Source: an optimization exercise on an open RTL-to-GDS flow (aim: small area, a short achievable clock period and few clock cycles per item). Production flows keep margins and buffers that such runs may drop.

== build 63 ==
## merge_sort_tree
module merge_sort_tree (
  input  logic                                   CLK,
  input  logic                                   RST,
  input  logic                                   i_in_valid,
  input  logic [2+32+32-1:0] i_in_beat,
  output wire [(1 << 2)-1:0]   o_way_full,
  input  logic                                   i_out_full,
  output logic [32+32-1:0] o_out_rec,
  output logic                                   o_out_valid
);
  localparam int KW    = 32;
  localparam int REC_W = 32 + 32;
  logic [REC_W-1:0] head [0:3];    
  logic [3:0]       hv;            
  logic [3:0]       sel;           
  logic [3:0]       sel_v;         
  logic             bef [0:3][0:3];  
  logic             full_prev;     
  wire [1:0]       in_way = i_in_beat[REC_W +: 2];
  wire [KW-1:0]    in_key = i_in_beat[REC_W-1 -: KW];
  wire [3:0]       we;
  wire             pop;
  logic [3:0]      in_bef;         
  logic            nb [0:3][0:3];  
  logic [3:0]      sel_nxt;
  logic [3:0]      sel_v_nxt;
  function automatic logic key_before(input logic [KW-1:0] a,
                                      input logic [KW-1:0] b,
                                      input logic          tie);
    logic [31:0] g0, p0;
    logic [15:0] g1, p1;
  ...
clock: 4.5 ns
lec_check: 0
cap_margin: 20
core_margin: 2
core_utilization: 55
cts_buf_list: sky130_fd_sc_hd__clkbuf_8
cts_cluster_diameter: 60
cts_cluster_size: 16
setup_slack_margin: 2.2
slew_margin: 20
standard.sh (not shown) runs the stock make flow with config.mk's settings and CLKGATE_MAP_FILE= SYNTH_SCRIPT=/design/flow/synth_recipe.tcl, a recipe that flattens the netlist after the stock synthesis.
==> flow/flow/run.sh <==
#!/bin/bash
# The standard layout with two changes to how it is made:
# - the port buffers are plain buf_1 cells instead of the default delay
#   buffer (every port still gets its buffer);
# - slow gates (wide and/or stacks and similar) are added to the platform's
#   don't-use list, so synthesis and repair pick faster cells.
# The platform's own don't-use cells stay on the list.
set -euo pipefail
PLATFORM_DONT_USE="sky130_fd_sc_hd__probe_p_8 sky130_fd_sc_hd__probec_p_8 sky130_fd_sc_hd__lpflow_bleeder_1 sky130_fd_sc_hd__lpflow_clkbufkapwr_1 sky130_fd_sc_hd__lpflow_clkbufkapwr_16 sky130_fd_sc_hd__lpflow_clkbufkapwr_2 sky130_fd_sc_hd__lpflow_clkbufkapwr_4 sky130_fd_sc_hd__lpflow_clkbufkapwr_8 sky130_fd_sc_hd__lpflow_clkinvkapwr_1 sky130_fd_sc_hd__lpflow_clkinvkapwr_16 sky130_fd_sc_hd__lpflow_clkinvkapwr_2 sky130_fd_sc_hd__lpflow_clkinvkapwr_4 sky130_fd_sc_hd__lpflow_clkinvkapwr_8 sky130_fd_sc_hd__lpflow_decapkapwr_12 sky130_fd_sc_hd__lpflow_decapkapwr_3 sky130_fd_sc_hd__lpflow_decapkapwr_4 sky130_fd_sc_hd__lpflow_decapkapwr_6 sky130_fd_sc_hd__lpflow_decapkapwr_8 sky130_fd_sc_hd__lpflow_inputiso0n_1 sky130_fd_sc_hd__lpflow_inputiso0p_1 sky130_fd_sc_hd__lpflow_inputiso1n_1 sky130_fd_sc_hd__lpflow_inputiso1p_1 sky130_fd_sc_hd__lpflow_inputisolatch_1 sky130_fd_sc_hd__lpflow_isobufsrc_1 sky130_fd_sc_hd__lpflow_isobufsrc_16 sky130_fd_sc_hd__lpflow_isobufsrc_2 sky130_fd_sc_hd__lpflow_isobufsrc_4 sky130_fd_sc_hd__lpflow_isobufsrc_8 sky130_fd_sc_hd__lpflow_isobufsrckapwr_16 sky130_fd_sc_hd__lpflow_lsbuf_lh_hl_isowell_tap_1 sky130_fd_sc_hd__lpflow_lsbuf_lh_hl_isowell_tap_2 sky130_fd_sc_hd__lpflow_lsbuf_lh_hl_isowell_tap_4 sky130_fd_sc_hd__lpflow_lsbuf_lh_isowell_4 sky130_fd_sc_hd__lpflow_lsbuf_lh_isowell_tap_1 sky130_fd_sc_hd__lpflow_lsbuf_lh_isowell_tap_2 sky130_fd_sc_hd__lpflow_lsbuf_lh_isowell_tap_4"
SLOW_GATES="sky130_fd_sc_hd__a2111o_1 sky130_fd_sc_hd__a2111o_2 sky130_fd_sc_hd__a2111o_4 sky130_fd_sc_hd__a2111oi_0 sky130_fd_sc_hd__a2111oi_1 sky130_fd_sc_hd__a2111oi_2 sky130_fd_sc_hd__a2111oi_4 sky130_fd_sc_hd__a222oi_1 sky130_fd_sc_hd__a2bb2o_1 sky130_fd_sc_hd__a2bb2o_2 sky130_fd_sc_hd__a2bb2o_4 sky130_fd_sc_hd__a2bb2oi_1 sky130_fd_sc_hd__a2bb2oi_2 sky130_fd_sc_hd__a2bb2oi_4 sky130_fd_sc_hd__a311o_1 sky130_fd_sc_hd__a311o_2 sky130_fd_sc_hd__a311o_4 sky130_fd_sc_hd__a311oi_1 sky130_fd_sc_hd__a311oi_2 sky130_fd_sc_hd__a311oi_4 sky130_fd_sc_hd__a32o_1 sky130_fd_sc_hd__a32o_2 sky130_fd_sc_hd__a32o_4 sky130_fd_sc_hd__a32oi_1 sky130_fd_sc_hd__a32oi_2 sky130_fd_sc_hd__a32oi_4 sky130_fd_sc_hd__a41o_1 sky130_fd_sc_hd__a41o_2 sky130_fd_sc_hd__a41o_4 sky130_fd_sc_hd__a41oi_1 sky130_fd_sc_hd__a41oi_2 sky130_fd_sc_hd__a41oi_4 sky130_fd_sc_hd__and4_1 sky130_fd_sc_hd__and4_2 sky130_fd_sc_hd__and4_4 sky130_fd_sc_hd__and4b_1 sky130_fd_sc_hd__and4b_2 sky130_fd_sc_hd__and4b_4 sky130_fd_sc_hd__and4bb_1 sky130_fd_sc_hd__and4bb_2 sky130_fd_sc_hd__and4bb_4 sky130_fd_sc_hd__nand4_1 sky130_fd_sc_hd__nand4_2 sky130_fd_sc_hd__nand4_4 sky130_fd_sc_hd__nand4b_1 sky130_fd_sc_hd__nand4b_2 sky130_fd_sc_hd__nand4b_4 sky130_fd_sc_hd__nand4bb_1 sky130_fd_sc_hd__nand4bb_2 sky130_fd_sc_hd__nand4bb_4 sky130_fd_sc_hd__nor4_1 sky130_fd_sc_hd__nor4_2 sky130_fd_sc_hd__nor4_4 sky130_fd_sc_hd__nor4b_1 sky130_fd_sc_hd__nor4b_2 sky130_fd_sc_hd__nor4b_4 sky130_fd_sc_hd__nor4bb_1 sky130_fd_sc_hd__nor4bb_2 sky130_fd_sc_hd__nor4bb_4 sky130_fd_sc_hd__o2111a_1 sky130_fd_sc_hd__o2111a_2 sky130_fd_sc_hd__o2111a_4 sky130_fd_sc_hd__o2111ai_1 sky130_fd_sc_hd__o2111ai_2 sky130_fd_sc_hd__o2111ai_4 sky130_fd_sc_hd__o2bb2a_1 sky130_fd_sc_hd__o2bb2a_2 sky130_fd_sc_hd__o2bb2a_4 sky130_fd_sc_hd__o2bb2ai_1 sky130_fd_sc_hd__o2bb2ai_2 sky130_fd_sc_hd__o2bb2ai_4 sky130_fd_sc_hd__o311a_1 sky130_fd_sc_hd__o311a_2 sky130_fd_sc_hd__o311a_4 sky130_fd_sc_hd__o311ai_0 sky130_fd_sc_hd__o311ai_1 sky130_fd_sc_hd__o311ai_2 sky130_fd_sc_hd__o311ai_4 sky130_fd_sc_hd__o32a_1 sky130_fd_sc_hd__o32a_2 sky130_fd_sc_hd__o32a_4 sky130_fd_sc_hd__o32ai_1 sky130_fd_sc_hd__o32ai_2 sky130_fd_sc_hd__o32ai_4 sky130_fd_sc_hd__o41a_1 sky130_fd_sc_hd__o41a_2 sky130_fd_sc_hd__o41a_4 sky130_fd_sc_hd__o41ai_1 sky130_fd_sc_hd__o41ai_2 sky130_fd_sc_hd__o41ai_4 sky130_fd_sc_hd__or4_1 sky130_fd_sc_hd__or4_2 sky130_fd_sc_hd__or4_4 sky130_fd_sc_hd__or4b_1 sky130_fd_sc_hd__or4b_2 sky130_fd_sc_hd__or4b_4 sky130_fd_sc_hd__or4bb_1 sky130_fd_sc_hd__or4bb_2 sky130_fd_sc_hd__or4bb_4  sky130_fd_sc_hd__a211o_1 sky130_fd_sc_hd__a211o_2 sky130_fd_sc_hd__a211o_4 sky130_fd_sc_hd__a211oi_1 sky130_fd_sc_hd__a211oi_2 sky130_fd_sc_hd__a211oi_4 sky130_fd_sc_hd__a21bo_1 sky130_fd_sc_hd__a21bo_2 sky130_fd_sc_hd__a21bo_4 sky130_fd_sc_hd__a21boi_0 sky130_fd_sc_hd__a21boi_1 sky130_fd_sc_hd__a21boi_2 sky130_fd_sc_hd__a21boi_4 sky130_fd_sc_hd__a221o_1 sky130_fd_sc_hd__a221o_2 sky130_fd_sc_hd__a221o_4 sky130_fd_sc_hd__a221oi_1 sky130_fd_sc_hd__a221oi_2 sky130_fd_sc_hd__a221oi_4 sky130_fd_sc_hd__and3_1 sky130_fd_sc_hd__and3_2 sky130_fd_sc_hd__and3_4 sky130_fd_sc_hd__and3b_1 sky130_fd_sc_hd__and3b_2 sky130_fd_sc_hd__and3b_4 sky130_fd_sc_hd__nor3_1 sky130_fd_sc_hd__nor3_2 sky130_fd_sc_hd__nor3_4 sky130_fd_sc_hd__nor3b_1 sky130_fd_sc_hd__nor3b_2 sky130_fd_sc_hd__nor3b_4 sky130_fd_sc_hd__o211a_1 sky130_fd_sc_hd__o211a_2 sky130_fd_sc_hd__o211a_4 sky130_fd_sc_hd__o211ai_1 sky130_fd_sc_hd__o211ai_2 sky130_fd_sc_hd__o211ai_4 sky130_fd_sc_hd__o21ba_1 sky130_fd_sc_hd__o21ba_2 sky130_fd_sc_hd__o21ba_4 sky130_fd_sc_hd__o21bai_1 sky130_fd_sc_hd__o21bai_2 sky130_fd_sc_hd__o21bai_4 sky130_fd_sc_hd__o221a_1 sky130_fd_sc_hd__o221a_2 sky130_fd_sc_hd__o221a_4 sky130_fd_sc_hd__o221ai_1 sky130_fd_sc_hd__o221ai_2 sky130_fd_sc_hd__o221ai_4 sky130_fd_sc_hd__o22a_1 sky130_fd_sc_hd__o22a_2 sky130_fd_sc_hd__o22a_4 sky130_fd_sc_hd__o22ai_1 sky130_fd_sc_hd__o22ai_2 sky130_fd_sc_hd__o22ai_4 sky130_fd_sc_hd__or3_1 sky130_fd_sc_hd__or3_2 sky130_fd_sc_hd__or3_4 sky130_fd_sc_hd__or3b_1 sky130_fd_sc_hd__or3b_2 sky130_fd_sc_hd__or3b_4 "
bash standard.sh "BUFFER_PORTS_ARGS=-buffer_cell sky130_fd_sc_hd__buf_1" \
  "DONT_USE_CELLS=$PLATFORM_DONT_USE $SLOW_GATES" finish > flow_make.log 2>&1
Build 63: PASS, flow complete, no timing, DRC or antenna violations
### build 63 -> trial 30
# build 63
export LEC_CHECK = 0
export CAP_MARGIN = 20
export CORE_MARGIN = 2
export CORE_UTILIZATION = 55
export CTS_BUF_LIST = sky130_fd_sc_hd__clkbuf_8
export CTS_CLUSTER_DIAMETER = 60
export CTS_CLUSTER_SIZE = 16
export SETUP_SLACK_MARGIN = 2.2
export SLEW_MARGIN = 20
create_clock -name core_clock -period 4.5 [get_ports {CLK}]
# trial 30
export LEC_CHECK = 0
export CAP_MARGIN = 20
export CORE_MARGIN = 2
export CORE_UTILIZATION = 55
export CTS_BUF_LIST = sky130_fd_sc_hd__clkbuf_8
export CTS_CLUSTER_DIAMETER = 60
export CTS_CLUSTER_SIZE = 16
export SETUP_SLACK_MARGIN = 2.0
export SLEW_MARGIN = 20
create_clock -name core_clock -period 4.5 [get_ports {CLK}]
--- outcome ---
Compared with build 63, in trial 30 clock-buffer cell count has decreased, number of enable-type register cells in the synthesized netlist now sits at about the same level.
Diff trial 30..build 63 | final cell count without fillers | negligible
Area of all placed cells without fillers, trial 30 and build 63: lower on trial 30
Row setup slack: trial 30 higher / build 63 lower
When the final numbers for trial 30 and build 63 were put side by side, the first-pass GRT wire length turned out to be smaller in trial 30.
In trial 30, global-route usage is lower than in build 63.
In terms of fmax, build 63 and trial 30 differ only marginally.
Per the comparison of trial 30 with build 63, post-route fraction of the period consumed by the critical path comparable; sequential share of layout area now larger.
No run of this note included a check of the RTL's function; only the layout flow was run.

what the ideal ports hide:
The results above use ideal ports. As a check the final layouts listed here were re-extracted and re-timed, cells and wires unchanged. Step 1: set_driving_cell puts a clkbuf_16 on CLK and a buf_2 on each other input, an assumption about the parent block. Step 2, shift: input delay + t, output delay - t, t = (earliest + latest rising clock arrival at the registers) / 2. This alone moves slack from input paths to output paths. Slacks: ideal ports / drivers / drivers and shift; pairs: ideal ports / drivers.
run | shift t [ns] | slack for setup (ns) | hold WS [ns] | worst setup path at the end | pins driven straight from the clock port
build 63 | 0.627 | 2.004 / 1.956 / 1.568 | 0.407 / 0.395 / 0.520 | input to register | 1
trial 30 | 0.623 | 2.010 / 1.964 / 1.510 | 0.433 / 0.416 / 0.514 | input to register | 1
After both steps every run listed still meets setup and hold. The setup slack of trial 30, which loses most, moves by -0.046 ns with the drivers and by -0.500 ns with both steps.
